What follows belongs to an exercise in optimizing a design on an open flow for small area; a production flow would make more cautious choices.
Only simulation tests tie the RTL to the original design; equivalence was not proved.
Power figures rest on the tool's default switching activity, not on a simulated workload.

===== flow/run.sh =====
#!/bin/bash
# synth_recipe.tcl (not shown) runs the flow's synth.tcl, then flattens the netlist and writes it again
# the make line also repeats each setting of config.mk as NAME=value (left out here)
make -C /OpenROAD-flow-scripts/flow DESIGN_CONFIG=/design/flow/config.mk WORK_HOME=/design/flow/orfs CLKGATE_MAP_FILE= SYNTH_SCRIPT=/design/flow/synth_recipe.tcl finish

===== flow/config.mk =====
export PLATFORM = sky130hd
export DESIGN_NAME = id_issue_stage
export DESIGN_NICKNAME = id_issue_stage
export VERILOG_FILES = /design/flow/design.v
export SDC_FILE = /design/flow/constraint.sdc
export NUM_CORES = 4
export LEC_CHECK = 0
export CAP_MARGIN = 20
export CORE_MARGIN = 2
export CORE_UTILIZATION = 50
export CTS_BUF_LIST = sky130_fd_sc_hd__clkbuf_4 sky130_fd_sc_hd__clkbuf_8
export PLACE_DENSITY = 0.6
export SLEW_MARGIN = 20
export SYNTH_HIERARCHICAL = 1

===== flow/constraint.sdc =====
create_clock -name core_clock -period 10.0 [get_ports {clk}]
set_input_delay 2.0000 -clock core_clock [delete_from_list [all_inputs] [get_ports {clk}]]
set_output_delay 2.0000 -clock core_clock [all_outputs]
set_load 0.01 [all_outputs]

===== flow/design.v =====
package cpu_pkg;
    localparam logic [5:0] OP_RTYPE = 6'b000000;
    localparam logic [5:0] OP_ADDIU = 6'b001001;
    localparam logic [5:0] OP_ANDI  = 6'b001100;
    localparam logic [5:0] OP_LW    = 6'b100011;
    localparam logic [5:0] OP_SW    = 6'b101011;
    localparam logic [5:0] OP_BEQ   = 6'b000100;
    localparam logic [5:0] OP_BNE   = 6'b000101;
    localparam int OP_HI  = 31;
    localparam int OP_LO  = 26;
    localparam int RS_HI  = 25;
    localparam int RS_LO  = 21;
    localparam int RT_HI  = 20;
    localparam int RT_LO  = 16;
    localparam int RD_HI  = 15;
    localparam int RD_LO  = 11;
    localparam int SH_HI  = 10;
    localparam int SH_LO  = 6;
    localparam int IMM_HI = 15;
    localparam int IMM_LO = 0;
    typedef enum logic [1:0] {
        BSEL_RT   = 2'd0,
        BSEL_SEXT = 2'd1,
        BSEL_ZEXT = 2'd2
    } bsel_e;
    typedef struct packed {
        logic [4:0] rs;
        logic [4:0] rt;
        logic [4:0] dest;
        logic       wen;
        bsel_e      bsel;
    } decode_t;
endpackage
module rf_aoi3 (
    input  logic [2:0] a,
    input  logic [2:0] b,
    output logic       y
);
    assign y = ~|(a & b);
endmodule
module rf_aoi2 (
    input  logic [1:0] a,
    input  logic [1:0] b,
    output logic       y
);
    assign y = ~|(a & b);
endmodule
module rf_nand11 (
    input  logic [10:0] x,
    output logic        y
);
    assign y = ~&x;
endmodule
module rf_read_bit (
    input  logic [31:0] sel,
    input  logic [31:0] d,
    output logic        y
);
    logic [10:0] g;
    for (genvar k = 0; k < 10; k++) begin : grp
        rf_aoi3 u_g (.a(sel[3*k+2:3*k]), .b(d[3*k+2:3*k]), .y(g[k]));
    end
    rf_aoi2 u_g10 (.a(sel[31:30]), .b(d[31:30]), .y(g[10]));
    rf_nand11 u_or (.x(g), .y(y));
endmodule
module reg_file_2r1w #(
    parameter int XLEN  = 32,
    parameter int NREGS = 32
) (
    input  logic [4:0]            ra,
    output logic [XLEN-1:0]       rd,
    input  logic [(NREGS-1)*XLEN-1:0] regs,
    input  logic [NREGS-1:0]      vld,
    input  logic                  we,
    input  logic [4:0]            wa,
    input  logic [XLEN-1:0]       wd
);
    logic [NREGS-1:0] sel;
    logic             byp;
    assign byp = we && (wa == ra) && (ra != 5'd0);
    always_comb begin
        sel    = '0;
        sel[0] = byp;
        for (int i = 1; i < NREGS; i++) sel[i] = (ra == i[4:0]) && vld[i] && !byp;
    end
    for (genvar j = 0; j < XLEN; j++) begin : bit_g
        logic [NREGS-1:0] col;
        always_comb begin
            col[0] = wd[j];
            for (int i = 1; i < NREGS; i++) col[i] = regs[(i-1)*XLEN + j];
        end
        rf_read_bit u_rb (.sel(sel), .d(col), .y(rd[j]));
    end
endmodule
module id_issue_stage
#(
    parameter int XLEN  = 32,
    parameter int NREGS = 32
) (
    input  logic            clk,
    input  logic            rst_n,
    input  logic            in_valid,
    output logic            in_ready,
    input  logic [31:0]     in_instr,
    output logic            out_valid,
    input  logic            out_ready,
    output logic [31:0]     Instruction,
    output logic [XLEN-1:0] A,
    output logic [XLEN-1:0] B,
    output logic [4:0]      shamt,
    output logic [XLEN-1:0] store_data,
    output logic [4:0]      dest,
    output logic            dest_wen,
    input  logic            wb_en,
    input  logic [4:0]      wb_addr,
    input  logic [XLEN-1:0] wb_data,
    input  logic            flush
);
    logic [4:0]      rs, rt, rd;
    logic [5:0]      op;
    logic            is_rtype, is_ifwr;
    logic            in_wen;
    logic [4:0]      in_dest;
    logic [XLEN-1:0] rs_val, rt_val;
    assign op = in_instr[cpu_pkg::OP_HI:cpu_pkg::OP_LO];
    assign rs = in_instr[cpu_pkg::RS_HI:cpu_pkg::RS_LO];
    assign rt = in_instr[cpu_pkg::RT_HI:cpu_pkg::RT_LO];
    assign rd = in_instr[cpu_pkg::RD_HI:cpu_pkg::RD_LO];
    assign is_rtype = (op == cpu_pkg::OP_RTYPE);
    assign is_ifwr  = (op == cpu_pkg::OP_ADDIU) || (op == cpu_pkg::OP_LW) ||
                      (op == cpu_pkg::OP_ANDI);
    assign in_dest  = is_rtype ? rd : (is_ifwr ? rt : 5'd0);
    assign in_wen   = (in_dest != 5'd0);
    logic [(NREGS-1)*XLEN-1:0] regs_q;
    logic [NREGS-1:1]      vld_q;
    logic [NREGS-1:0]      wsel;
    always_comb begin
        wsel = '0;
        for (int i = 1; i < NREGS; i++) wsel[i] = wb_en && (wb_addr == i[4:0]);
    end
    always_ff @(posedge clk or negedge rst_n) begin
        if (!rst_n) vld_q <= '0;
        else        vld_q <= vld_q | wsel[NREGS-1:1];
    end
    always_ff @(posedge clk) begin
        for (int i = 1; i < NREGS; i++)
            if (wsel[i]) regs_q[(i-1)*XLEN +: XLEN] <= wb_data;
    end
    reg_file_2r1w #(.XLEN(XLEN), .NREGS(NREGS)) u_rd_rs (
        .ra(rs), .rd(rs_val), .regs(regs_q), .vld({vld_q, 1'b0}),
        .we(wb_en), .wa(wb_addr), .wd(wb_data)
    );
    reg_file_2r1w #(.XLEN(XLEN), .NREGS(NREGS)) u_rd_rt (
        .ra(rt), .rd(rt_val), .regs(regs_q), .vld({vld_q, 1'b0}),
        .we(wb_en), .wa(wb_addr), .wd(wb_data)
    );
    logic [NREGS-1:1] busy_q;
    logic [NREGS-1:0] busy_d, busy_eff, wb_mask, set_mask, fl_mask;
    logic             stall, accept, load;
    logic             out_valid_q;
    logic [31:0]     instr_q;
    logic [XLEN-1:0] a_q, store_q;
    always_comb begin
        wb_mask  = '0;
        set_mask = '0;
        fl_mask  = '0;
        for (int i = 1; i < NREGS; i++) begin
            wb_mask[i]  = wb_en && (wb_addr == i[4:0]);
            set_mask[i] = accept && (in_dest == i[4:0]);
            fl_mask[i]  = flush && out_valid_q && (dest == i[4:0]);
        end
    end
    assign busy_eff = {busy_q, 1'b0} & ~wb_mask;
    assign stall    = in_valid & (busy_eff[rs] | busy_eff[rt] | (is_rtype & busy_eff[rd]));
    assign in_ready = (!out_valid_q | out_ready) & !stall & !flush;
    assign accept   = in_valid & in_ready;
    assign busy_d   = (busy_eff & ~fl_mask) | set_mask;
    always_ff @(posedge clk or negedge rst_n) begin
        if (!rst_n) begin
            out_valid_q <= 1'b0;
            busy_q      <= '0;
        end else begin
            out_valid_q <= accept | (out_valid_q & !out_ready & !flush);
            busy_q      <= busy_d[NREGS-1:1];
        end
    end
    assign load = !out_valid_q | out_ready;
    always_ff @(posedge clk) begin
        if (load) begin
            instr_q <= in_instr;
            a_q     <= rs_val;
            store_q <= rt_val;
        end
    end
    logic [5:0] op_q;
    logic       q_rtype, q_ifwr, q_sext, q_zext;
    assign op_q    = instr_q[cpu_pkg::OP_HI:cpu_pkg::OP_LO];
    assign q_rtype = (op_q == cpu_pkg::OP_RTYPE);
    assign q_ifwr  = (op_q == cpu_pkg::OP_ADDIU) || (op_q == cpu_pkg::OP_LW) ||
                     (op_q == cpu_pkg::OP_ANDI);
    assign q_sext  = (op_q == cpu_pkg::OP_ADDIU) || (op_q == cpu_pkg::OP_LW) ||
                     (op_q == cpu_pkg::OP_SW);
    assign q_zext  = (op_q == cpu_pkg::OP_ANDI);
    assign out_valid   = out_valid_q;
    assign Instruction = instr_q;
    assign A           = a_q;
    assign store_data  = store_q;
    assign shamt       = instr_q[cpu_pkg::SH_HI:cpu_pkg::SH_LO];
    assign dest        = q_rtype ? instr_q[cpu_pkg::RD_HI:cpu_pkg::RD_LO] :
                         (q_ifwr ? instr_q[cpu_pkg::RT_HI:cpu_pkg::RT_LO] : 5'd0);
    assign dest_wen    = (dest != 5'd0);
    assign B = (q_sext | q_zext) ?
               {{(XLEN-16){q_sext & instr_q[15]}}, instr_q[cpu_pkg::IMM_HI:cpu_pkg::IMM_LO]} :
               store_q;
endmodule

==> results of run 1 <==
worst max-delay path, delay by kind of cell:
kind                   cells  cell delay, ps
and+or+nand+nor            1             920
AOI/OAI and AO/OA          6            2270
buffers and inverters      2            1240
metal layers:
metal | global-route usage [%] | part of all wire (%)
met5 | 0.290 | 0.033
met1 | 50.9 | 34
met4 | 24.2 | 6.9
met3 | 13.6 | 16
met2 | 59.7 | 44
cells in the final DEF, fill, tap and decap left out, types with 9 or more instances in the layout:
master	n
o21ai_1	12
nor4_2	22
nor4_4	16
o21ai_0	28
xor2_1	9
a21o_1	10
clkinv_2	21
a222oi_1	642
clkbuf_4	58
clkbuf_8	190
dfrtp_1	63
o211ai_1	17
a22oi_2	64
clkdlybuf4s50_1	209
nor2_4	26
nor3_1	11
or3_1	68
nand3_1	87
nand4_1	141
a22oi_1	11
nand2_1	128
nor2b_1	10
or2_2	29
clkinv_1	42
edfxtp_1	1088
mux2_2	16
a21oi_1	19
inv_1	16
nor2_1	40
buf_4	156
nand2b_1	22
nor4b_4	12
state kept, by name (all words and copies together), names as in the netlist:
register / flops
regs_q: 992
a_q: 32
instr_q: 32
store_q: 32
busy_q: 31
vld_q: 31
out_valid_q: 1
how the worst max path moves through the flow:
stage | startpoint | to | slack, ps | depth (start not counted)
after floorplan | in_instr[24] | a_q[0]$_DFFE_PP_ | 2100 | 9
after global placement | wb_addr[4] | in_ready | 1730 | 9
after detailed placement | wb_addr[2] | in_ready | 1660 | 9
after CTS | wb_addr[2] | in_ready | 1640 | 9
after global routing | wb_addr[3] | in_ready | 1440 | 9
final | wb_addr[4] | in_ready | 1560 | 9
final cells by class:
type	instances	area (µm²)	area share [%]
clock buffer	248	3050	5.41
inverter	21	78.8	0.140
clock inverter	80	529	0.939
timing repair buffer	373	3320	5.90
tap	1265	1580	2.81
sequential	1151	34200	60.8
antenna	5	12.5	0.0222
multi-input combinational	1588	13500	24.0
metrics by stage:
| stage | instances | hold WS (ps) | worst slack, ps | cell area (µm²) |
|---|---|---|---|---|
| CTS | 4725 | 493 | 1640 | 56400 |
| finish | 4731 | 492 | 1560 | 56400 |
| global placement | 4396 | 475 | 1730 | 52800 |
| detailed placement | 4397 | 478 | 1660 | 52800 |
| floorplan | 2824 | 440 | 2100 | 47500 |
| global route | 4727 | 521 | 1440 | 56400 |
power by group through the flow:
stage                     registers, W  clock network (W)  logic (W)
final                          0.00554            0.00402   0.000906
after global placement         0.00562                  0   0.000877
after detailed placement       0.00563                  0   0.000879
after CTS                      0.00554            0.00403   0.000885
after global routing           0.00555            0.00425   0.000935
after floorplan                0.00564                  0   0.000317
==> metrics.md, run 1 <==
| Metric | Value |
|---|---|
| Comb pwr share | `8.7%` |
| Final Skew | `40.2 ps` |
| Leakage | `18.2 nW` |
| Hold Path Class | `register to register` |
| RR Startpoint | `instr_q[27]$_DFFE_PP_` |
| GRT Util Overall | `40.1%` |
| Die H | `312 µm` |
| Endpoint, Worst Hold | `vld_q[5]$_DFF_PN0_` |
| Clock Power Share | `38.4%` |
| Syn_nets | `2899` |
| Root Buffer Master | `clkbuf_8` |
| Area grow syn2layout | `18.6%` |
| Final wirelength | `201000 µm` |
| Max-slew violations | `0` |
| Die area | `0.0976 mm²` |
| Psw | `0.00255 W` |
| Hold-fix buffers, CTS | `0` |
| Initial antenna violation count | `14` |
| Routability congestion estimate | `0.922` |
| Setup slack, reg-to-reg | `6320 ps` |
| Critical Path Start Type | `primary input` |
| Global-route wire length before repair | `273000 µm` |
| IO buf count | `215` |
| Crit path largest cell delay | `920 ps` |
| Final ANT Viol Nets | `0` |
| RSZ-0062 raised after global routing | `no` |
| Status | `finished clean` |
| CP arrival | `6440 ps` |
| Reg-to-reg endpoint | `busy_q[19]$_DFF_PN0_` |
| Synth Cell Area | `0.0475 mm²` |
| VDD IR-drop max | `0.000150 V` |
| HPWL after DPL | `108000 µm` |
| Layout cell share with drive strength beyond 1 | `19.6%` |
| WL per Instance | `42.4 µm` |
| Slowest cell on crit path | `nand2b_1` |
| Die width | `312 µm` |
| Fin crit period | `8440 ps` |
| Largest net degree at the start of global routing | `64` |
| Final TNS setup | `0 ps` |
| Initial DRC Count | `10467` |
| Tcrit/Tclk final | `84.4%` |
| Final nets | `3395` |
| Core area | `0.0946 mm²` |
| Crit end category | `output port` |
| Net Sw Frac | `24.4%` |
| DRC violations left | `0` |
| Total power | `0.0105 W` |
| Clock latency on the worst-skew pair | `910 ps` |
| Worst-path cell chain | `clkdlybuf4s50_1 > nand2b_1 > o21ai_0 > o221a_2 > o41ai_1 > o2111ai_1 > o2111a_1 > a31o_2 > clkdlybuf4s50_1` |
| Class of the most critical setup path | `primary input to output port` |
| Syn_area_per_cell | `16.8 µm²` |
| Ys Warns | `8` |
| Synth Instances | `2824` |
| CTS tree | `built` |
| Seq pwr share | `52.9%` |
| Initial cell density of the core | `50.3%` |
| Critical Path Most Common Cell | `clkdlybuf4s50_1` |
| CTS Buffer Depth | `3` |
| Final setup fails | `0` |
| GR Overflow Total | `0` |
| Pwr dens | `186 mW/mm²` |
| Post-CTS setup buffers | `0` |
| Routed vias/inst | `7.97` |
| Worst-Margin Slew | `1190 ps` |
| Int Power | `0.00791 W` |
| H-tree depth | `4` |
| I/O pin cnt | `216` |
| CTS Buf Count | `185` |
| Worst path required time | `8000 ps` |
| Maximum fanout along the worst path | `16` |
| Max_slew headroom | `20.4%` |
| # resized after CTS | `0` |
| Fmax | `0.118 GHz` |
| Min-delay src | `vld_q[5]$_DFF_PN0_` |
| Number of global-route vias before repair | `36726` |
| FF-to-FF path depth | `7` |
| Via Count | `37724` |
| Hold Violations, Final | `0` |
| Total clock sinks | `1151` |
| Drt pass-1 iters | `13` |
| Hold depth | `1` |
| Max-Cap Viols | `0` |
| Worst-path clk slew | `50 ps` |
| Fillcell total | `7176` |
| Final design utilization | `59.6%` |
| Rows | `113` |
==> run 2: changes to the inputs <==
--- a/flow/design.v
+++ b/flow/design.v
@@ -39,10 +39,10 @@
     assign y = ~|(a & b);
 endmodule
-module rf_aoi2 (
+module rf_wmux (
     input  logic [1:0] a,
     input  logic [1:0] b,
     output logic       y
 );
-    assign y = ~|(a & b);
+    assign y = |(a & b);
 endmodule
 module rf_nand11 (
@@ -53,13 +53,12 @@
 endmodule
 module rf_read_bit (
-    input  logic [31:0] sel,
-    input  logic [31:0] d,
+    input  logic [32:0] sel,
+    input  logic [32:0] d,
     output logic        y
 );
     logic [10:0] g;
-    for (genvar k = 0; k < 10; k++) begin : grp
+    for (genvar k = 0; k < 11; k++) begin : grp
         rf_aoi3 u_g (.a(sel[3*k+2:3*k]), .b(d[3*k+2:3*k]), .y(g[k]));
     end
-    rf_aoi2 u_g10 (.a(sel[31:30]), .b(d[31:30]), .y(g[10]));
     rf_nand11 u_or (.x(g), .y(y));
 endmodule
@@ -68,25 +67,29 @@
     parameter int NREGS = 32
 ) (
-    input  logic [4:0]            ra,
-    output logic [XLEN-1:0]       rd,
+    input  logic [4:0]                ra,
+    output logic [XLEN-1:0]           rd,
     input  logic [(NREGS-1)*XLEN-1:0] regs,
-    input  logic [NREGS-1:0]      vld,
-    input  logic                  we,
-    input  logic [4:0]            wa,
-    input  logic [XLEN-1:0]       wd
-);
-    logic [NREGS-1:0] sel;
-    logic             byp;
+    input  logic [NREGS-1:0]          vld,
+    input  logic                      we,
+    input  logic [4:0]                wa,
+    input  logic [XLEN-1:0]           wd,
+    input  logic                      hold,
+    input  logic [XLEN-1:0]           q
+);
+    logic [NREGS:0] sel;
+    logic           byp;
     assign byp = we && (wa == ra) && (ra != 5'd0);
     always_comb begin
-        sel    = '0;
-        sel[0] = byp;
-        for (int i = 1; i < NREGS; i++) sel[i] = (ra == i[4:0]) && vld[i] && !byp;
+        sel        = '0;
+        sel[0]     = byp && !hold;
+        sel[NREGS] = hold;
+        for (int i = 1; i < NREGS; i++) sel[i] = (ra == i[4:0]) && vld[i] && !byp && !hold;
     end
     for (genvar j = 0; j < XLEN; j++) begin : bit_g
-        logic [NREGS-1:0] col;
+        logic [NREGS:0] col;
         always_comb begin
             col[0] = wd[j];
             for (int i = 1; i < NREGS; i++) col[i] = regs[(i-1)*XLEN + j];
+            col[NREGS] = q[j];
         end
         rf_read_bit u_rb (.sel(sel), .d(col), .y(rd[j]));
@@ -132,5 +135,8 @@
     assign in_dest  = is_rtype ? rd : (is_ifwr ? rt : 5'd0);
     assign in_wen   = (in_dest != 5'd0);
-    logic [(NREGS-1)*XLEN-1:0] regs_q;
+    logic            out_valid_q, hold;
+    logic [31:0]     instr_q;
+    logic [XLEN-1:0] a_q, store_q;
+    logic [(NREGS-1)*XLEN-1:0] regs_q, regs_d;
     logic [NREGS-1:1]      vld_q;
     logic [NREGS-1:0]      wsel;
@@ -143,22 +149,25 @@
         else        vld_q <= vld_q | wsel[NREGS-1:1];
     end
-    always_ff @(posedge clk) begin
-        for (int i = 1; i < NREGS; i++)
-            if (wsel[i]) regs_q[(i-1)*XLEN +: XLEN] <= wb_data;
-    end
+    for (genvar i = 1; i < NREGS; i++) begin : wr_g
+        for (genvar j = 0; j < XLEN; j++) begin : bit_g
+            rf_wmux u_wm (
+                .a({wsel[i], ~wsel[i]}),
+                .b({wb_data[j], regs_q[(i-1)*XLEN + j]}),
+                .y(regs_d[(i-1)*XLEN + j])
+            );
+        end
+    end
+    always_ff @(posedge clk) regs_q <= regs_d;
     reg_file_2r1w #(.XLEN(XLEN), .NREGS(NREGS)) u_rd_rs (
         .ra(rs), .rd(rs_val), .regs(regs_q), .vld({vld_q, 1'b0}),
-        .we(wb_en), .wa(wb_addr), .wd(wb_data)
+        .we(wb_en), .wa(wb_addr), .wd(wb_data), .hold(hold), .q(a_q)
     );
     reg_file_2r1w #(.XLEN(XLEN), .NREGS(NREGS)) u_rd_rt (
         .ra(rt), .rd(rt_val), .regs(regs_q), .vld({vld_q, 1'b0}),
-        .we(wb_en), .wa(wb_addr), .wd(wb_data)
+        .we(wb_en), .wa(wb_addr), .wd(wb_data), .hold(hold), .q(store_q)
     );
     logic [NREGS-1:1] busy_q;
     logic [NREGS-1:0] busy_d, busy_eff, wb_mask, set_mask, fl_mask;
-    logic             stall, accept, load;
-    logic             out_valid_q;
-    logic [31:0]     instr_q;
-    logic [XLEN-1:0] a_q, store_q;
+    logic             stall, accept;
     always_comb begin
         wb_mask  = '0;
@@ -185,11 +194,13 @@
         end
     end
-    assign load = !out_valid_q | out_ready;
+    assign hold = out_valid_q & !out_ready;
+    logic [31:0] instr_d;
+    for (genvar j = 0; j < 32; j++) begin : ins_g
+        rf_wmux u_wm (.a({~hold, hold}), .b({in_instr[j], instr_q[j]}), .y(instr_d[j]));
+    end
     always_ff @(posedge clk) begin
-        if (load) begin
-            instr_q <= in_instr;
-            a_q     <= rs_val;
-            store_q <= rt_val;
-        end
+        instr_q <= instr_d;
+        a_q     <= rs_val;
+        store_q <= rt_val;
     end
     logic [5:0] op_q;
==> flow/flow/run.sh (new file) <==
#!/bin/bash
# Layout flow: the standard flow (standard synthesis and ORFS steps), with two changes:
# the port buffers are the smallest buffer cell, and clock tree synthesis inserts no dummy
# loads. Each tool's full output goes to a log file in this folder.
set -euo pipefail
cd "$(dirname "$0")/.."
bash standard.sh \
  "BUFFER_PORTS_ARGS=-buffer_cell sky130_fd_sc_hd__buf_1" \
  "CTS_ARGS=-sink_clustering_enable -repair_clock_nets -dont_use_dummy_load -buf_list {sky130_fd_sc_hd__clkbuf_4 sky130_fd_sc_hd__clkbuf_8} -sink_clustering_size 15 -sink_clustering_max_diameter 60" \
  finish > flow_make.log 2>&1
==> flow/standard.sh (new file) <==
#!/bin/bash
# synth_recipe.tcl (not shown) runs the flow's synth.tcl, then flattens the netlist and writes it again
# the make line also repeats each setting of config.mk as NAME=value (left out here)
make -C /OpenROAD-flow-scripts/flow DESIGN_CONFIG=/design/flow/config.mk WORK_HOME=/design/flow/orfs CLKGATE_MAP_FILE= SYNTH_SCRIPT=/design/flow/synth_recipe.tcl "${@:-finish}"
--- a/flow/config.mk
+++ b/flow/config.mk
@@ -8,7 +8,6 @@
 export CAP_MARGIN = 20
 export CORE_MARGIN = 2
-export CORE_UTILIZATION = 50
-export CTS_BUF_LIST = sky130_fd_sc_hd__clkbuf_4 sky130_fd_sc_hd__clkbuf_8
-export PLACE_DENSITY = 0.6
+export CORE_UTILIZATION = 40
+export PLACE_DENSITY = 0.55
 export SLEW_MARGIN = 20
 export SYNTH_HIERARCHICAL = 1
removed: flow/run.sh
==> run 2 against run 1 <==
Sequential share of layout area fell by 15 points; via count grew 17%; routed wire length rose by 9.0%; clock skew increased by 120 ps; setup slack gained 780 ps; critical endpoint unchanged; largest cell class unchanged.
==> metrics.md, run 2 <==
| Metric | Value |
|---|---|
| Tcrit/Tclk final | `76.6%` |
| RR Startpoint | `out_valid_q$_DFF_PN0_` |
| Worst-path clk slew | `60 ps` |
| Int Power | `0.00723 W` |
| Synth Cell Area | `0.0451 mm²` |
| Hold WS | `480 ps` |
| Commonest non-fill, non-tap cell in the layout | `dfxtp_1` |
| Layout cell share with drive strength beyond 1 | `10.5%` |
| Routed vias/inst | `7.65` |
| Worst-Margin Slew | `1270 ps` |
| Placed Cells | `5643` |
| Core area | `0.112 mm²` |
| Final setup fails | `0` |
| Post-CTS setup buffers | `0` |
| Initial cell density of the core | `40.2%` |
| Hold Violations, Final | `0` |
| Min-delay src | `vld_q[4]$_DFF_PN0_` |
| Final design utilization | `45.3%` |
| Reg-to-reg endpoint | `store_q[16]$_DFF_P_` |
| Clock latency on the worst-skew pair | `820 ps` |
| Most flops, register | `regs_q` |
| Maximum fanout along the worst path | `35` |
| Number of global-route vias before repair | `41442` |
| Met3 wire length | `29400 µm` |
| Setup slack, reg-to-reg | `5930 ps` |
| WL per Instance | `38.0 µm` |
| # resized after CTS | `0` |
| CTS Buffer Depth | `3` |
| Max_slew headroom | `15.2%` |
| Die width | `340 µm` |
| Commonest cells after routing, fill and taps aside | `dfxtp_1, a22o_1, a222oi_1, buf_1, buf_4` |
| GRT Util Overall | `35.9%` |
| Max reg flops | `992` |
| Routed wl met2 | `89500 µm` |
| I/O pin cnt | `216` |
| Endpoint, Worst Hold | `vld_q[4]$_DFF_PN0_` |
| Class of the most critical setup path | `primary input to output port` |
| Comb pwr share | `14.8%` |
| Max-slew violations | `0` |
| DRC violations left | `0` |
| Initial DRC Count | `9956` |
| Hold Path Class | `register to register` |
| Pwr dens | `202 mW/mm²` |
| Global-route wire length before repair | `306000 µm` |
| Hold-fix buffers, CTS | `0` |
| Final nets | `4327` |
| Ys Warns | `8` |
| Leakage | `18.9 nW` |
| Pre-CTS setup slack | `2450 ps` |
| H-tree depth | `3` |
| Psw | `0.00303 W` |
| Largest net degree at the start of global routing | `64` |
| CP arrival | `5660 ps` |
| HPWL after DPL | `126000 µm` |
| Fillcell total | `10530` |
| CTS Buf Count | `107` |
| Final ANT Viol Nets | `0` |
| Status | `finished clean` |
| Via Count | `44044` |
| Final Skew | `157 ps` |
| Syn_area_per_cell | `11.8 µm²` |
| Register Area | `0.0234 mm²` |
| Rows | `123` |
| Fmax | `0.131 GHz` |
| Root Buffer Master | `clkbuf_8` |
| Met1 wire length | `84900 µm` |
| Area grow syn2layout | `12.5%` |
| Drt pass-1 iters | `14` |
| Crit end category | `output port` |
| Top sig layer | `met5` |
| RSZ-0062 raised after global routing | `no` |
| Final wirelength | `219000 µm` |
| Worst path required time | `8000 ps` |
| VDD IR-drop max | `0.0000898 V` |
| Initial antenna violation count | `6` |
| Fin crit period | `7660 ps` |
| Die H | `340 µm` |
| Net Sw Frac | `29.6%` |
| Syn_nets | `3891` |
| Routability congestion estimate | `0.958` |
| FF-to-FF path depth | `8` |
| Hold depth | `1` |
| GR Overflow Total | `0` |
| Seq pwr share | `60.6%` |
| Die area | `0.115 mm²` |
| IO buf count | `215` |
| Max-Cap Viols | `0` |
| Clock Power Share | `24.7%` |
| Footprint of the multi-input gates | `0.0218 mm²` |
| Critical Path Start Type | `primary input` |
| CTS tree | `built` |
| Final TNS setup | `0 ps` |
| Worst setup margin | `2340 ps` |
| Synth Instances | `3816` |
| Total clock sinks | `1151` |
| Fin cells | `5754` |
run 2: metrics by stage:
stage	cell area, µm²	total power, W
5_1_grt	50700	0.0106
3_3_place_gp	49200	0.00770
2_1_floorplan	45100	0.00707
3_5_place_dp	49200	0.00774
6_report	50700	0.0103
4_1_cts	50700	0.0102
run 2: area by class of cell:
class                      instances  share of cell area (%)
antenna                            4                  0.0197
timing repair buffer             369                    3.95
clock buffer                     107                    2.90
sequential                      1151                    46.1
multi-input combinational       2582                    43.0
inverter                          41                   0.308
tap                             1500                    3.70
run 2: routing by layer:
metal  vias up  track usage [%]
met4         4             21.9
li1      18077                -
met5         -            0.899
met2      3688             50.9
met3       628             9.63
met1     21647             48.3
run 2: power groups by stage:
stage	combinational (W)	sequential, W	clock [W]
2_1_floorplan	0.000996	0.00607	0
3_3_place_gp	0.00145	0.00624	0
3_5_place_dp	0.00149	0.00625	0
4_1_cts	0.00149	0.00616	0.00256
5_1_grt	0.00161	0.00630	0.00272
6_report	0.00152	0.00622	0.00253
run 2: how the worst max path moves through the flow:
stage / from / endpoint / slack [ps]
finish: wb_addr[3] / in_ready / 2340
global route: wb_addr[3] / in_ready / 2210
CTS: wb_addr[3] / in_ready / 2420
detailed placement: wb_addr[3] / in_ready / 2450
global placement: wb_addr[2] / in_ready / 2480
floorplan: out_ready / a_q[0]$_DFF_P_ / 2210
run 2: worst max-delay path, stage by stage:
cell and delay (ps):
buf_1 500, nand4b_1 830, nor2_4 300, buf_4 460, o221a_2 290, o41ai_1 90, and4b_4 280, a21oi_4 190
nand4_4 300, a21boi_1 250, buf_1 170
==> run 3: changes to the inputs <==
--- a/flow/design.v
+++ b/flow/design.v
@@ -32,4 +32,11 @@
     } decode_t;
 endpackage
+module rf_wmux (
+    input  logic [1:0] a,
+    input  logic [1:0] b,
+    output logic       y
+);
+    assign y = |(a & b);
+endmodule
 module rf_aoi3 (
     input  logic [2:0] a,
@@ -39,27 +46,49 @@
     assign y = ~|(a & b);
 endmodule
-module rf_wmux (
-    input  logic [1:0] a,
-    input  logic [1:0] b,
-    output logic       y
-);
-    assign y = |(a & b);
-endmodule
-module rf_nand11 (
-    input  logic [10:0] x,
+module rf_nand4 (
+    input  logic [3:0] x,
+    output logic       y
+);
+    assign y = ~&x;
+endmodule
+module rf_nand2 (
+    input  logic a,
+    input  logic b,
+    output logic y
+);
+    assign y = ~(a & b);
+endmodule
+module rf_nand3 (
+    input  logic [2:0] x,
+    output logic       y
+);
+    assign y = ~&x;
+endmodule
+module rf_a2111o (
+    input  logic a,
+    input  logic b,
+    input  logic c,
+    input  logic d,
+    input  logic e,
+    output logic y
+);
+    assign y = (a & b) | c | d | e;
+endmodule
+module rf_read_bit (
+    input  logic [31:0] sel,
+    input  logic [31:0] d,
     output logic        y
 );
-    assign y = ~&x;
-endmodule
-module rf_read_bit (
-    input  logic [32:0] sel,
-    input  logic [32:0] d,
-    output logic        y
-);
-    logic [10:0] g;
-    for (genvar k = 0; k < 11; k++) begin : grp
+    logic [9:0] g;
+    logic [2:0] p;
+    logic       n31;
+    for (genvar k = 0; k < 10; k++) begin : grp
         rf_aoi3 u_g (.a(sel[3*k+2:3*k]), .b(d[3*k+2:3*k]), .y(g[k]));
     end
-    rf_nand11 u_or (.x(g), .y(y));
+    rf_nand4  u_p0  (.x(g[3:0]), .y(p[0]));
+    rf_nand4  u_p1  (.x(g[7:4]), .y(p[1]));
+    rf_nand2  u_n31 (.a(sel[31]), .b(d[31]), .y(n31));
+    rf_nand3  u_p2  (.x({n31, g[9:8]}), .y(p[2]));
+    rf_a2111o u_or  (.a(sel[30]), .b(d[30]), .c(p[0]), .d(p[1]), .e(p[2]), .y(y));
 endmodule
 module reg_file_2r1w #(
@@ -69,27 +98,19 @@
     input  logic [4:0]                ra,
     output logic [XLEN-1:0]           rd,
-    input  logic [(NREGS-1)*XLEN-1:0] regs,
-    input  logic [NREGS-1:0]          vld,
-    input  logic                      we,
-    input  logic [4:0]                wa,
-    input  logic [XLEN-1:0]           wd,
+    input  logic [(NREGS-1)*XLEN-1:0] nregs,
+    input  logic [NREGS-1:1]          nvld,
     input  logic                      hold,
     input  logic [XLEN-1:0]           q
 );
-    logic [NREGS:0] sel;
-    logic           byp;
-    assign byp = we && (wa == ra) && (ra != 5'd0);
+    logic [NREGS-1:0] sel;
     always_comb begin
-        sel        = '0;
-        sel[0]     = byp && !hold;
-        sel[NREGS] = hold;
-        for (int i = 1; i < NREGS; i++) sel[i] = (ra == i[4:0]) && vld[i] && !byp && !hold;
+        sel[0] = hold;
+        for (int i = 1; i < NREGS; i++) sel[i] = (ra == i[4:0]) && nvld[i] && !hold;
     end
     for (genvar j = 0; j < XLEN; j++) begin : bit_g
-        logic [NREGS:0] col;
+        logic [NREGS-1:0] col;
         always_comb begin
-            col[0] = wd[j];
-            for (int i = 1; i < NREGS; i++) col[i] = regs[(i-1)*XLEN + j];
-            col[NREGS] = q[j];
+            col[0] = q[j];
+            for (int i = 1; i < NREGS; i++) col[i] = nregs[(i-1)*XLEN + j];
         end
         rf_read_bit u_rb (.sel(sel), .d(col), .y(rd[j]));
@@ -145,7 +166,9 @@
         for (int i = 1; i < NREGS; i++) wsel[i] = wb_en && (wb_addr == i[4:0]);
     end
+    logic [NREGS-1:1] vld_d;
+    assign vld_d = vld_q | wsel[NREGS-1:1];
     always_ff @(posedge clk or negedge rst_n) begin
         if (!rst_n) vld_q <= '0;
-        else        vld_q <= vld_q | wsel[NREGS-1:1];
+        else        vld_q <= vld_d;
     end
     for (genvar i = 1; i < NREGS; i++) begin : wr_g
@@ -160,10 +183,8 @@
     always_ff @(posedge clk) regs_q <= regs_d;
     reg_file_2r1w #(.XLEN(XLEN), .NREGS(NREGS)) u_rd_rs (
-        .ra(rs), .rd(rs_val), .regs(regs_q), .vld({vld_q, 1'b0}),
-        .we(wb_en), .wa(wb_addr), .wd(wb_data), .hold(hold), .q(a_q)
+        .ra(rs), .rd(rs_val), .nregs(regs_d), .nvld(vld_d), .hold(hold), .q(a_q)
     );
     reg_file_2r1w #(.XLEN(XLEN), .NREGS(NREGS)) u_rd_rt (
-        .ra(rt), .rd(rt_val), .regs(regs_q), .vld({vld_q, 1'b0}),
-        .we(wb_en), .wa(wb_addr), .wd(wb_data), .hold(hold), .q(store_q)
+        .ra(rt), .rd(rt_val), .nregs(regs_d), .nvld(vld_d), .hold(hold), .q(store_q)
     );
     logic [NREGS-1:1] busy_q;
==> run 3 against run 2 <==
Area after synthesis shrank 0.80%; largest cell class unchanged; die area shrank 0.79%; flip-flop and latch count is the same; critical path type unchanged; cell area shrank 1.8%.
==> metrics.md, run 3 <==
| Metric | Value |
|---|---|
| Status | `finished clean` |
| Worst-path cell chain | `buf_1 > nand4_1 > nor2_4 > buf_4 > inv_2 > a31oi_1 > o21ai_1 > a21oi_4 > nand4_4 > a21boi_1 > buf_1` |
| Die width | `338 µm` |
| Global-route wire length before repair | `296000 µm` |
| Post-synth EDFFs | `0` |
| Most numerous cell in the Yosys netlist | `dfxtp_1` |
| Tcrit/Tclk final | `79.5%` |
| Fraction of synthesized cell area in xor and xnor cells | `0.0392%` |
| Synth Instances | `3748` |
| Leakage | `19.0 nW` |
| Commonest cells in the netlist | `dfxtp_1, a22o_1, a222oi_1` |
| CTS Buffer Depth | `3` |
| CP Capture Point | `in_ready` |
| Routed vias/inst | `7.63` |
| # resized after CTS | `0` |
| Max-Cap Viols | `0` |
| Critical Path Start Type | `primary input` |
| Crit path largest cell delay | `780 ps` |
| Syn_nets | `3823` |
| Area grow syn2layout | `11.4%` |
| Worst-path clk slew | `60 ps` |
| Synth Cell Area | `0.0447 mm²` |
| Worst setup margin | `2050 ps` |
| Seq/Total Area, Yosys | `52.3%` |
| Synth top area share | `48.7%` |
| Final setup fails | `0` |
| IO buf count | `215` |
| Layout cell share with drive strength beyond 1 | `9.57%` |
| Ys Warns | `8` |
| GR Overflow Total | `0` |
| Clock latency on the worst-skew pair | `830 ps` |
| Number of global-route vias before repair | `40303` |
| Max_slew headroom | `17.5%` |
| CTS Buf Count | `106` |
| FF-to-FF path depth | `9` |
| H-tree depth | `3` |
| Syn_area_per_cell | `11.9 µm²` |
| HPWL after DPL | `124000 µm` |
| Final ANT Viol Nets | `0` |
| I/O pin cnt | `216` |
| Placed Cells | `5540` |
| Synth cell types | `79` |
| CP arrival | `5950 ps` |
| GRT Util Overall | `34.8%` |
| RR Startpoint | `out_valid_q$_DFF_PN0_` |
| Root Buffer Master | `clkbuf_8` |
| Maximum fanout along the worst path | `35` |
| Final Skew | `134 ps` |
| CTS tree | `built` |
| Fin crit period | `7950 ps` |
| Crit end category | `output port` |
| #FFs+latches synth | `1151` |
| Class of the most critical setup path | `primary input to output port` |
| Critical Path Most Common Cell | `buf_1` |
| Final nets | `4235` |
| Final wirelength | `212000 µm` |
| Initial cell density of the core | `40.3%` |
| Commonest non-fill, non-tap cell in the layout | `dfxtp_1` |
| DRC violations left | `0` |
| Post-synthesis simple-gate area fraction | `7.66%` |
| Rows | `122` |
| Max-slew violations | `0` |
| Pwr dens | `206 mW/mm²` |
| Slowest cell on crit path | `nand4_1` |
| Die H | `338 µm` |
| Main area contributors after synthesis | `dfxtp_1, a22o_1, a222oi_1` |
| Hold Violations, Final | `0` |
| Worst Setup SP | `wb_addr[2]` |
| VDD IR-drop max | `0.0000972 V` |
| Hold Path Class | `register to register` |
| Setup slack, reg-to-reg | `5310 ps` |
| Pre-CTS setup slack | `2160 ps` |
| Post-Synth Adder-Cell Area | `0%` |
| Core area | `0.111 mm²` |
| Total clock sinks | `1151` |
| Area leader, netlist | `dfxtp_1` |
| Post-CTS setup buffers | `0` |
| Die area | `0.114 mm²` |
| Final TNS setup | `0 ps` |
| Reg-to-reg endpoint | `store_q[11]$_DFF_P_` |
| Worst-Margin Slew | `1240 ps` |
| Hold-fix buffers, CTS | `0` |
| Compound-gate portion of the synthesized area | `38.6%` |
| Most flops, register | `regs_q` |
| Max reg flops | `992` |
| Main synth FF type | `dfxtp_1` |
| Initial DRC Count | `9083` |
| Fmax | `0.126 GHz` |
| Commonest cells after routing, fill and taps aside | `dfxtp_1, a22o_1, a222oi_1, buf_1, nand4_1` |
| WL per Instance | `37.5 µm` |
| Initial antenna violation count | `5` |
| Via Count | `43086` |
| Largest net degree at the start of global routing | `64` |
| Largest family of logic cells by synthesized area | `compound AO/OA/AOI/OAI gates` |
| Worst path required time | `8000 ps` |
| RSZ-0062 raised after global routing | `no` |
| Fin cells | `5648` |
| Routability congestion estimate | `0.932` |
| Mux cell area share after synthesis | `0.641%` |
| Drt pass-1 iters | `13` |
| Asr flop ratio synth | `5.47%` |
## run 3: per-stage QoR
step | power, W | cell area, µm² | hold slack (ps) | util [%]
after global placement | 0.00769 | 48300 | 439 | 43.6
after detailed placement | 0.00773 | 48300 | 443 | 43.6
after global routing | 0.0106 | 49800 | 483 | 44.9
after CTS | 0.0102 | 49800 | 457 | 44.9
after floorplan | 0.00708 | 44700 | 429 | -
final | 0.0103 | 49800 | 454 | 44.9
## run 3: routing by layer
metal | global-route usage [%] | up-vias | part of all wire, %
li1 | - | 17706 | -
met1 | 46.9 | 21310 | 39
met2 | 49.9 | 3412 | 41
met3 | 8.63 | 654 | 12
met4 | 21.4 | 4 | 7.2
met5 | 0 | - | 0.011
## run 3: kinds of logic after synthesis
family / after synthesis
AOI/OAI and AO/OA: 1888
xor gates and xnor gates: 2
buffers and inverters: 81
DFF: 1151
muxes: 24
and+or+nand+nor: 602
## run 3: worst min-delay path by stage
stage                              startpoint                  end  depth (start not counted)
after detailed placement  vld_q[27]$_DFF_PN0_  vld_q[27]$_DFF_PN0_                          1
after global placement     vld_q[7]$_DFF_PN0_   vld_q[7]$_DFF_PN0_                          1
after floorplan           vld_q[10]$_DFF_PN0_  vld_q[10]$_DFF_PN0_                          1
after global routing      vld_q[27]$_DFF_PN0_  vld_q[27]$_DFF_PN0_                          1
final                     vld_q[27]$_DFF_PN0_  vld_q[27]$_DFF_PN0_                          1
after CTS                 vld_q[27]$_DFF_PN0_  vld_q[27]$_DFF_PN0_                          1
## run 3: modules after synthesis (local to each module, per instance), a selection
| module | cells inside | flops+latches | times used | cell area (µm²) |
|---|---|---|---|---|
| rf_aoi3 | 1 | 0 | 640 | 10.0 |
| rf_wmux | 1 | 0 | 1024 | 8.76 |
| rf_a2111o | 1 | 0 | 64 | 11.3 |
| rf_nand3 | 1 | 0 | 64 | 5.00 |
| rf_nand2 | 1 | 0 | 64 | 3.75 |
| id_issue_stage | 1662 | 1151 | 1 | 26400 |
| rf_nand4 | 1 | 0 | 128 | 6.26 |
## run 3: power by group
group | internal [W] | switching, W
clock | 0.000939 | 0.00160
sequential | 0.00546 | 0.000307
combinational | 0.000849 | 0.00111
## run 3: cell type report
type | instances | area, µm²
fillers | 10495 | 61000
diodes | 2 | 5.00
well taps | 1488 | 1860
clock buffers | 106 | 1460
flip-flops and latches | 1151 | 23400
inverters | 41 | 156
repair buffers | 344 | 1790
multi-input cells | 2516 | 21200
## run 3: worst max-delay path: cells and delay by family
kind                   cells  cell delay (ps)
buffers and inverters      4             1550
and+or+nand+nor            3             1360
AOI/OAI and AO/OA          4             1010
==> run 4: changes to the inputs <==
==> flow/flow/run.sh (replaced) <==
#!/bin/bash
set -euo pipefail
cd "$(dirname "$0")/.."
bash standard.sh \
  "BUFFER_PORTS_ARGS=-buffer_cell sky130_fd_sc_hd__buf_1" \
  "CTS_ARGS=-sink_clustering_enable -repair_clock_nets -dont_use_dummy_load -buf_list {sky130_fd_sc_hd__clkbuf_4 sky130_fd_sc_hd__clkbuf_8} -sink_clustering_size 15 -sink_clustering_max_diameter 60" \
  finish > flow_make.log 2>&1
--- a/flow/config.mk
+++ b/flow/config.mk
@@ -8,6 +8,6 @@
 export CAP_MARGIN = 20
 export CORE_MARGIN = 2
-export CORE_UTILIZATION = 40
-export PLACE_DENSITY = 0.55
+export CORE_UTILIZATION = 45
+export PLACE_DENSITY = 0.6
 export SLEW_MARGIN = 20
 export SYNTH_HIERARCHICAL = 1
==> run 4 against run 3 <==
Still clean; sequential share of layout area is 0.20 points higher; clock power is 4% lower; die area is 11% lower; setup slack better by 380 ps; first-iteration DRC count is 9.7% higher; combinational power hardly changed; power is 0.82% lower; routed wire length is 2.1% lower; global-route usage is 3.7 points higher; critical endpoint unchanged; largest power group unchanged.
==> metrics.md, run 4 <==
| Metric | Value |
|---|---|
| Synth Instances | `3748` |
| DRC violations left | `0` |
| Global-route wire length before repair | `292000 µm` |
| Routed vias/inst | `7.97` |
| Status | `finished clean` |
| Synth cell types | `79` |
| GRT Util Overall | `38.5%` |
| Worst-Margin Slew | `1240 ps` |
| Clock latency on the worst-skew pair | `810 ps` |
| Max_slew headroom | `17.5%` |
| Layout cell share with drive strength beyond 1 | `9.35%` |
| Endpoint, Worst Hold | `vld_q[27]$_DFF_PN0_` |
| Worst-path clk slew | `70 ps` |
| CTS Buffer Depth | `3` |
| H-tree depth | `3` |
| Critical Path Start Type | `primary input` |
| Number of global-route vias before repair | `41106` |
| Most flops, register | `regs_q` |
| Hold-fix buffers, CTS | `0` |
| Area post-placement | `0.0482 mm²` |
| Worst setup margin | `2430 ps` |
| Reg-to-reg endpoint | `a_q[20]$_DFF_P_` |
| Syn_area_per_cell | `11.9 µm²` |
| Syn_nets | `3823` |
| Die width | `319 µm` |
| Final wirelength | `208000 µm` |
| Ys Warns | `8` |
| Total clock sinks | `1151` |
| Fmax | `0.132 GHz` |
| Register Area | `0.0234 mm²` |
| Max reg flops | `992` |
| Post-CTS setup buffers | `0` |
| Hold depth | `1` |
| Setup slack, reg-to-reg | `6370 ps` |
| Seq/Total Area, Yosys | `52.3%` |
| Max-Cap Viols | `0` |
| IO buf count | `215` |
| Crit end category | `output port` |
| Final non-filler cell area | `0.0496 mm²` |
| Fin crit period | `7570 ps` |
| RSZ-0062 raised after global routing | `no` |
| Main area contributors after synthesis | `dfxtp_1, a22o_1, a222oi_1` |
| Drt pass-1 iters | `12` |
| #FFs+latches synth | `1151` |
| Final nets | `4249` |
| Footprint of the multi-input gates | `0.0212 mm²` |
| CTS Buf Count | `99` |
| VDD IR-drop max | `0.000109 V` |
| Main synth FF type | `dfxtp_1` |
| CP arrival | `5570 ps` |
| Asr flop ratio synth | `5.47%` |
| Most numerous cell in the Yosys netlist | `dfxtp_1` |
| Pwr dens | `205 mW/mm²` |
| Commonest cells in the netlist | `dfxtp_1, a22o_1, a222oi_1` |
| Fillcell total | `9104` |
| Largest net degree at the start of global routing | `64` |
| Leakage | `19.0 nW` |
| Final ANT Viol Nets | `0` |
| Area grow syn2layout | `11.0%` |
| Final Skew | `89.0 ps` |
| HPWL after DPL | `119000 µm` |
| Die area | `0.102 mm²` |
| Via Count | `43540` |
| Area leader, netlist | `dfxtp_1` |
| Initial DRC Count | `9960` |
| Commonest non-fill, non-tap cell in the layout | `dfxtp_1` |
| Worst path required time | `8000 ps` |
| Synth top area share | `48.7%` |
| Pre-CTS setup slack | `2510 ps` |
| Hold Path Class | `register to register` |
| Min-delay src | `vld_q[27]$_DFF_PN0_` |
| FF-to-FF path depth | `7` |
| Routability congestion estimate | `0.939` |
| Rows | `115` |
| Post-synth EDFFs | `0` |
| Commonest cells after routing, fill and taps aside | `dfxtp_1, a22o_1, a222oi_1, buf_1, buf_4` |
| Max-slew violations | `0` |
| Initial cell density of the core | `45.4%` |
| Final TNS setup | `0 ps` |
| Tcrit/Tclk final | `75.7%` |
| CTS tree | `built` |
| Hold Violations, Final | `0` |
| Die H | `319 µm` |
| # resized after CTS | `0` |
| Root Buffer Master | `clkbuf_8` |
| Class of the most critical setup path | `primary input to output port` |
| GR Overflow Total | `0` |
| Maximum fanout along the worst path | `34` |
| Synth Cell Area | `0.0447 mm²` |
| I/O pin cnt | `216` |
| Initial antenna violation count | `3` |
| Final setup fails | `0` |
| Core area | `0.0984 mm²` |
| WL per Instance | `38.0 µm` |
| RR Startpoint | `out_valid_q$_DFF_PN0_` |
-- run 4: per-stage QoR --
stage	util [%]	std cells	power, W	hold WS [ps]
6_report	50.4	5461	0.0102	463
2_1_floorplan	-	3748	0.00708	429
4_1_cts	50.4	5459	0.0101	457
3_5_place_dp	49.0	5360	0.00773	442
5_1_grt	50.4	5461	0.0105	479
3_3_place_gp	49.0	5360	0.00768	439
-- run 4: worst max-delay path, cell delays in order --
cell      delay [ps]
buf_1            380
nand4_1          730
nor2_4           320
buf_4            520
o221a_2          300
o41ai_1          100
and4b_4          270
a21oi_4          170
nand4_4          320
a21boi_1         250
buf_1            190
-- run 4: cell families after synthesis --
logic type                Yosys count  synth area share, %
xor gates and xnor gates            2               0.0392
AOI/OAI and AO/OA                1888                 38.6
buffers and inverters              81                0.823
and+or+nand+nor                   602                 7.66
muxes                              24                0.641
DFF                              1151                 52.3
-- run 4: power breakdown --
group | switching, W | internal, W | leakage [nW]
registers | 0.000307 | 0.00546 | 9.85
clock network | 0.00157 | 0.000881 | 0.712
logic | 0.00111 | 0.000851 | 8.42
total | 0.00299 | 0.00719 | 19.0
-- run 4: area by class of cell --
class / instances / share of cell area (%)
Multi-Input combinational cell: 2516 / 42.7
Timing Repair Buffer: 365 / 3.91
Antenna cell: 2 / 0.0101
Sequential cell: 1151 / 47.1
Tap cell: 1287 / 3.25
Clock buffer: 99 / 2.75
Inverter: 41 / 0.315
-- run 4: worst max-delay path by stage --
| stage | start | end | cells past startpoint |
|---|---|---|---|
| 6_report | wb_addr[2] | in_ready | 11 |
| 4_1_cts | wb_addr[2] | in_ready | 11 |
| 3_3_place_gp | wb_addr[2] | in_ready | 11 |
| 3_5_place_dp | wb_addr[2] | in_ready | 11 |
| 2_1_floorplan | wb_addr[3] | in_ready | 9 |
| 5_1_grt | wb_addr[2] | in_ready | 11 |
-- run 4: Yosys stat by module (local to each module, per instance), a selection --
| module | copies in the design | area [µm²] |
|---|---|---|
| rf_a2111o | 64 | 11.3 |
| rf_nand4 | 128 | 6.26 |
| rf_wmux | 1024 | 8.76 |
| rf_nand2 | 64 | 3.75 |
| rf_nand3 | 64 | 5.00 |
| id_issue_stage | 1 | 26400 |
| rf_aoi3 | 640 | 10.0 |
-- run 4: per-layer routing --
layer | global-route usage, % | vias to the layer above | wire length [µm]
li1 | - | 17729 | -
met3 | 10.0 | 716 | 27200
met5 | 0.236 | - | 18
met1 | 50.0 | 21397 | 77300
met2 | 56.7 | 3696 | 87600
met4 | 24.8 | 2 | 15500
==> run 5: changes to the inputs <==
==> flow/flow/run.sh (replaced) <==
#!/bin/bash
set -euo pipefail
cd "$(dirname "$0")/.."
bash standard.sh \
  "BUFFER_PORTS_ARGS=-buffer_cell sky130_fd_sc_hd__buf_1" \
  "CTS_ARGS=-sink_clustering_enable -repair_clock_nets -dont_use_dummy_load -buf_list {sky130_fd_sc_hd__clkbuf_4 sky130_fd_sc_hd__clkbuf_8} -sink_clustering_size 14 -sink_clustering_max_diameter 100" \
  finish > flow_make.log 2>&1
==> run 5 against run 4 <==
Still clean on timing, DRC and antenna; routed wire length fell by 0.12%; power fell by 0.59%; maximum frequency rose by 0.19%; sequential share of layout area rose by 0.083 points; combinational power barely moved; critical path type unchanged; critical endpoint unchanged; largest power group unchanged; highest routed layer unchanged.
==> metrics.md, run 5 <==
| Metric | Value |
|---|---|
| DRC violations left | `0` |
| I/O pin cnt | `216` |
| Main area contributors after synthesis | `dfxtp_1, a22o_1, a222oi_1` |
| Main synth FF type | `dfxtp_1` |
| Initial antenna violation count | `3` |
| Post-synth EDFFs | `0` |
| IO buf count | `215` |
| CTS tree | `built` |
| Seq/Total Area, Yosys | `52.3%` |
| Most numerous cell in the Yosys netlist | `dfxtp_1` |
| Syn_area_per_cell | `11.9 µm²` |
| Hold Violations, Final | `0` |
| Register Area | `0.0234 mm²` |
| Area leader, netlist | `dfxtp_1` |
| CTS Buf Count | `93` |
| Root Buffer Master | `clkbuf_8` |
| Commonest cells in the netlist | `dfxtp_1, a22o_1, a222oi_1` |
| GRT Util Overall | `38.6%` |
| Die H | `319 µm` |
| Die width | `319 µm` |
| Max reg flops | `992` |
| VDD IR-drop max | `0.000109 V` |
| Met1 wire length | `77700 µm` |
| Status | `finished clean` |
| Rows | `115` |
| H-tree depth | `3` |
| Leakage | `18.9 nW` |
| Routed wl met2 | `88200 µm` |
| Top sig layer | `met5` |
| Via Count | `43309` |
| Final setup fails | `0` |
| Final nets | `4243` |
| CTS Buffer Depth | `3` |
| Clock latency on the worst-skew pair | `790 ps` |
| Routed vias/inst | `7.94` |
| Final wirelength | `207000 µm` |
| Hold Path Class | `register to register` |
| Crit path largest cell delay | `710 ps` |
| Crit end category | `output port` |
| Initial DRC Count | `9935` |
| Max_slew headroom | `13.5%` |
| Max-slew violations | `0` |
| Maximum fanout along the worst path | `34` |
| Pwr dens | `204 mW/mm²` |
| Post-CTS setup buffers | `0` |
| Global-route wire length before repair | `293000 µm` |
| Number of global-route vias before repair | `41105` |
| Drt pass-1 iters | `13` |
| Footprint of the multi-input gates | `0.0212 mm²` |
| #FFs+latches synth | `1151` |
| Worst-Margin Slew | `1300 ps` |
| Commonest cells after routing, fill and taps aside | `dfxtp_1, a22o_1, a222oi_1, buf_1, buf_4` |
| Synth top area share | `48.7%` |
| Critical Path Start Type | `primary input` |
| Total clock sinks | `1151` |
| Largest net degree at the start of global routing | `64` |
| Syn_nets | `3823` |
| Fin crit period | `7560 ps` |
| Fmax | `0.132 GHz` |
| Initial cell density of the core | `45.4%` |
| Final ANT Viol Nets | `0` |
| HPWL after DPL | `119000 µm` |
| Ys Warns | `8` |
| Slowest cell on crit path | `nand4_1` |
| Worst-path clk slew | `100 ps` |
| Area grow syn2layout | `10.8%` |
| Layout cell share with drive strength beyond 1 | `9.22%` |
| Final Skew | `63.4 ps` |
| Synth cell types | `79` |
| Critical Path Most Common Cell | `buf_1` |
| Routability congestion estimate | `0.939` |
| Commonest non-fill, non-tap cell in the layout | `dfxtp_1` |
| Most flops, register | `regs_q` |
| Worst path required time | `8000 ps` |
| Asr flop ratio synth | `5.47%` |
| # resized after CTS | `0` |
| GR Overflow Total | `0` |
| Class of the most critical setup path | `primary input to output port` |
| Core area | `0.0984 mm²` |
| Hold-fix buffers, CTS | `0` |
| CP arrival | `5560 ps` |
| Worst-path cell chain | `buf_1 > nand4_1 > nor2_4 > buf_4 > o221a_2 > o41ai_1 > and4b_4 > a21oi_4 > nand4_4 > a21boi_1 > buf_1` |
| Synth Instances | `3748` |
| Fillcell total | `9115` |
| Synth Cell Area | `0.0447 mm²` |
| RSZ-0062 raised after global routing | `no` |
| Tcrit/Tclk final | `75.6%` |
| Met3 wire length | `26900 µm` |
| Max-Cap Viols | `0` |
| WL per Instance | `38.0 µm` |
| Final design utilization | `50.3%` |
| Die area | `0.102 mm²` |
| Final TNS setup | `0 ps` |
==> run 5: cell types whose count changed in the layout (fill, tap and decap cells not counted) <==
cell,previous run,this run
and4b_2,1,2
and4b_4,2,1
clkbuf_8,99,93
diode_2,2,1
==> run 5: layout make-up <==
class                   instances  share of cell area [%]
repair buffers                365                    3.91
flip-flops and latches       1151                    47.2
well taps                    1287                    3.25
inverters                      41                   0.316
clock buffers                  93                    2.59
diodes                          1                 0.00505
multi-input cells            2516                    42.7
==> run 5: path summary, 6_finish.rpt <==
kind | depth (start not counted) | endpoint | slack [ps] | start
max | 11 | in_ready | 2440 | wb_addr[2]
max reg2reg | 7 | store_q[26]$_DFF_P_ | 6360 | out_valid_q$_DFF_PN0_
min in group asynchronous | 2 | busy_q[3]$_DFF_PN0_ | 1430 | rst_n
min reg2reg | 1 | vld_q[27]$_DFF_PN0_ | 470 | vld_q[27]$_DFF_PN0_
max in group asynchronous | 2 | busy_q[27]$_DFF_PN0_ | 7960 | rst_n
min | 1 | vld_q[27]$_DFF_PN0_ | 470 | vld_q[27]$_DFF_PN0_
==> run 5: critical path, delay by kind of cell <==
kind	cells	cell delay (ps)
AO/OA/AOI/OAI	4	830
buffers and inverters	3	1080
AND/OR/NAND/NOR	4	1610
==> run 5: metrics by stage <==
stage                     setup slack (ps)  cell area, µm²  hold slack (ps)  instances  power, W
after floorplan                       2620           44700              429       3748   0.00708
after global placement                2540           48200              439       5360   0.00768
after detailed placement              2510           48200              442       5360   0.00773
after CTS                             2500           49500              467       5453    0.0100
after global routing                  2290           49500              485       5454    0.0105
final                                 2440           49500              470       5454    0.0101
==> run 5: kinds of logic (layout without fill, tap and decap cells) <==
logic type | count (synthesis) | in the layout | synth area share, %
xor gates and xnor gates | 2 | 2 | 0.0392
muxes | 24 | 24 | 0.641
buffers and inverters | 81 | 499 | 0.823
and+or+nand+nor | 602 | 602 | 7.66
AOI/OAI and AO/OA | 1888 | 1888 | 38.6
other | 0 | 1 | 0
DFF | 1151 | 1151 | 52.3
==> run 5: Yosys stat by module, one instance, submodules excluded, a selection <==
module / cell area, µm² / flops+latches / times used / cells inside
rf_aoi3: 10.0 / 0 / 640 / 1
id_issue_stage: 26400 / 1151 / 1 / 1662
rf_nand4: 6.26 / 0 / 128 / 1
rf_a2111o: 11.3 / 0 / 64 / 1
rf_nand2: 3.75 / 0 / 64 / 1
rf_wmux: 8.76 / 0 / 1024 / 1
rf_nand3: 5.00 / 0 / 64 / 1
==> run 5: power breakdown <==
| group | internal [W] | total [W] | leakage, nW | switching [W] |
|---|---|---|---|---|
| logic | 0.000851 | 0.00196 | 8.42 | 0.00111 |
| clock network | 0.000831 | 0.00240 | 0.669 | 0.00156 |
| registers | 0.00546 | 0.00576 | 9.85 | 0.000306 |
| total | 0.00714 | 0.0101 | 18.9 | 0.00298 |
==> run 5: per-layer routing <==
layer,global-route usage [%],vias up
met5,0.662,-
met1,50.1,21399
met2,57.0,3517
li1,-,17732
met3,9.80,656
met4,24.2,5
==> run 6: changes to the inputs <==
--- a/flow/config.mk
+++ b/flow/config.mk
@@ -8,6 +8,6 @@
 export CAP_MARGIN = 20
 export CORE_MARGIN = 2
-export CORE_UTILIZATION = 45
-export PLACE_DENSITY = 0.6
+export CORE_UTILIZATION = 55
+export PLACE_DENSITY = 0.7
 export SLEW_MARGIN = 20
 export SYNTH_HIERARCHICAL = 1
==> run 6 against run 5 <==
Still clean on timing, DRC and antenna; register-to-register slack got worse by 390 ps; combinational power is essentially flat; maximum frequency is 2.8% lower; die area fell by 18%; critical path depth unchanged; sequential power is essentially flat; hold slack lost 3.9 ps; sequential share of layout area up 0.27 points; area after synthesis stayed put; routed wire length decreased by 2.7%; critical endpoint unchanged; largest power group unchanged.
==> metrics.md, run 6 <==
| Metric | Value |
|---|---|
| Post-CTS setup buffers | `0` |
| Fillcell total | `6725` |
| Seq/Total Area, Yosys | `52.3%` |
| Final setup fails | `0` |
| Hold-fix buffers, CTS | `0` |
| Commonest cells after routing, fill and taps aside | `dfxtp_1, a22o_1, a222oi_1, buf_1, buf_4` |
| GRT Util Overall | `46.0%` |
| Drt pass-1 iters | `14` |
| Crit path largest cell delay | `710 ps` |
| Final wirelength | `202000 µm` |
| Largest net degree at the start of global routing | `64` |
| Routed vias/inst | `8.39` |
| #FFs+latches synth | `1151` |
| Rows | `104` |
| Synth cell types | `79` |
| CP bufs+invs | `3` |
| Ys Warns | `8` |
| CTS Buffer Depth | `3` |
| Synth Cell Area | `0.0447 mm²` |
| Worst-Margin Slew | `1170 ps` |
| Hold Path Class | `register to register` |
| Final design utilization | `61.1%` |
| Hold Violations, Final | `0` |
| Tcrit/Tclk final | `77.7%` |
| Maximum fanout along the worst path | `21` |
| Synth top area share | `48.7%` |
| Root Buffer Master | `clkbuf_8` |
| Pre-CTS setup slack | `2300 ps` |
| # resized after CTS | `0` |
| Final ANT Viol Nets | `0` |
| Footprint of the multi-input gates | `0.0211 mm²` |
| Core area | `0.0805 mm²` |
| CP arrival | `5770 ps` |
| Status | `finished clean` |
| Critical Path Most Common Cell | `buf_1` |
| Fmax | `0.129 GHz` |
| RSZ-0062 raised after global routing | `no` |
| Pwr dens | `204 mW/mm²` |
| Main synth FF type | `dfxtp_1` |
| Worst-path cell chain | `buf_1 > nand4_1 > nor2_4 > buf_4 > o221a_2 > o41ai_1 > and4b_4 > a21oi_4 > nand4_4 > a21boi_1 > buf_1` |
| CTS tree | `built` |
| Hold WS | `466 ps` |
| Class of the most critical setup path | `primary input to output port` |
| Via Count | `43939` |
| Critical Path Start Type | `primary input` |
| Synth Instances | `3748` |
| Syn_nets | `3823` |
| Max_slew headroom | `21.8%` |
| Crit end category | `output port` |
| Worst path required time | `8000 ps` |
| Commonest non-fill, non-tap cell in the layout | `dfxtp_1` |
| Fin cells | `5234` |
| Die H | `289 µm` |
| WL per Instance | `38.6 µm` |
| Final TNS setup | `0 ps` |
| Most numerous cell in the Yosys netlist | `dfxtp_1` |
| Global-route wire length before repair | `284000 µm` |
| IO buf count | `215` |
| Die area | `0.0836 mm²` |
| Register Area | `0.0234 mm²` |
| H-tree depth | `3` |
| Initial antenna violation count | `3` |
| GR Overflow Total | `0` |
| Total clock sinks | `1151` |
| Final nets | `4247` |
| Asr flop ratio synth | `5.47%` |
| Initial cell density of the core | `55.5%` |
| Most flops, register | `regs_q` |
| Placed Cells | `5138` |
| DRC violations left | `0` |
| Main area contributors after synthesis | `dfxtp_1, a22o_1, a222oi_1` |
| Worst setup margin | `2230 ps` |
| Layout cell share with drive strength beyond 1 | `8.92%` |
| Post-synth EDFFs | `0` |
| Area grow syn2layout | `10.1%` |
| Commonest cells in the netlist | `dfxtp_1, a22o_1, a222oi_1` |
| Area leader, netlist | `dfxtp_1` |
| Max-Cap Viols | `0` |
| Slowest cell on crit path | `nand4_1` |
| Final Skew | `86.6 ps` |
| Fin crit period | `7770 ps` |
| Max reg flops | `992` |
| Number of global-route vias before repair | `41521` |
| Worst-path clk slew | `90 ps` |
| Leakage | `19.0 nW` |
| Syn_area_per_cell | `11.9 µm²` |
| Initial DRC Count | `10230` |
| Die width | `289 µm` |
| Max-slew violations | `0` |
| VDD IR-drop max | `0.000127 V` |
| Routability congestion estimate | `0.950` |
| I/O pin cnt | `216` |
| CP top delay family | `simple AND/OR/NAND/NOR gates` |
| HPWL after DPL | `113000 µm` |
| Clock latency on the worst-skew pair | `760 ps` |
| CTS Buf Count | `92` |
[run 6: logic make-up after synthesis]
family / after synthesis / synth area share [%]
AO/OA/AOI/OAI: 1888 / 38.6
multiplexers: 24 / 0.641
buffers and inverters: 81 / 0.823
flip-flops: 1151 / 52.3
AND/OR/NAND/NOR: 602 / 7.66
XOR/XNOR: 2 / 0.0392
[run 6: worst paths after layout]
path	to	slack, ps	startpoint	depth (start not counted)
worst max-delay path	in_ready	2230	wb_addr[2]	11
worst min-delay path	vld_q[23]$_DFF_PN0_	470	vld_q[23]$_DFF_PN0_	1
worst max register to register	store_q[18]$_DFF_P_	5970	out_valid_q$_DFF_PN0_	8
worst min register to register	vld_q[23]$_DFF_PN0_	470	vld_q[23]$_DFF_PN0_	1
max in group asynchronous	busy_q[24]$_DFF_PN0_	7890	rst_n	2
min in group asynchronous	busy_q[6]$_DFF_PN0_	1450	rst_n	2
[run 6: cell type report]
type,instances,area share [%]
diodes,4,0.0203
clock buffers,92,2.57
inverters,41,0.318
multi-input cells,2516,42.9
flip-flops and latches,1151,47.4
well taps,1060,2.69
repair buffers,370,4.01
[run 6: layer usage]
metal | wire length (µm) | vias up | share of wire (%) | global-route usage, %
li1 | - | 17747 | - | -
met1 | 71700 | 21169 | 36 | 57.8
met2 | 82900 | 4167 | 41 | 65.6
met3 | 31000 | 856 | 15 | 16.4
met4 | 16100 | 0 | 8.0 | 32.4
met5 | 0 | - | 0 | 0
[run 6: worst register-to-register path: cells and delay by family, from the launching register on]
family | cells | cell delay (ps)
buffers and inverters | 2 | 990
flip-flops | 1 | 430
AO/OA/AOI/OAI | 2 | 1080
AND/OR/NAND/NOR | 4 | 1480
[run 6: power by group]
group	leakage, nW	internal [W]	switching (W)
sequential	9.85	0.00546	0.000305
combinational	8.46	0.000851	0.00110
clock	0.661	0.000823	0.00153
[run 6: metrics by stage]
| step | total power [W] | area [µm²] |
|---|---|---|
| after floorplan | 0.00708 | 44700 |
| after global placement | 0.00764 | 48000 |
| after detailed placement | 0.00770 | 48000 |
| after CTS | 0.00995 | 49200 |
| after global routing | 0.0104 | 49200 |
| final | 0.0101 | 49200 |
[run 6: per-module statistics from Yosys (local to each module, per instance), excerpt]
module	cells	flip-flops and latches	cell area (µm²)
rf_wmux	1	0	8.76
rf_nand2	1	0	3.75
id_issue_stage	1662	1151	26400
rf_aoi3	1	0	10.0
rf_nand3	1	0	5.00
rf_nand4	1	0	6.26
rf_a2111o	1	0	11.3

## afterwards: timing with drivers on the ports
The flow's constraints put no driver on any port. The routed layouts listed below were extracted and timed again, unchanged, in two steps. Step 1: set_driving_cell puts a clkbuf_16 on clk and a buf_2 on each other input, an assumption about the parent block. Step 2 adds t to the input delays and takes it off the output delays; t is the mean of the earliest and latest rising clock arrival at the registers after step 1. Input paths then give back, and output paths get back, about the clock's delay inside the block. a / b / c = ideal ports / drivers / drivers and shift; a / b = the first two.
run	t (ns)	setup WS [ns]	latest minus earliest clock arrival (ns)	worst slew at a driven data input, ns	cell pins on the clock port's net
run 1	0.955	1.557 / 1.497 / 1.497	0.049 / 0.049	0.09	1
run 2	0.829	2.340 / 2.309 / 2.309	0.181 / 0.180	0.06	1
run 3	0.853	2.051 / 2.020 / 2.020	0.145 / 0.145	0.17	1
run 4	0.839	2.430 / 2.381 / 2.381	0.094 / 0.094	0.05	1
run 5	0.837	2.444 / 2.395 / 2.395	0.079 / 0.078	0.05	1
run 6	0.796	2.228 / 2.203 / 2.203	0.098 / 0.098	0.03	1
After both steps setup and hold are still met in every run listed. The setup slack of run 1, which loses most, moves by -0.060 ns with the drivers and by -0.060 ns with both steps.
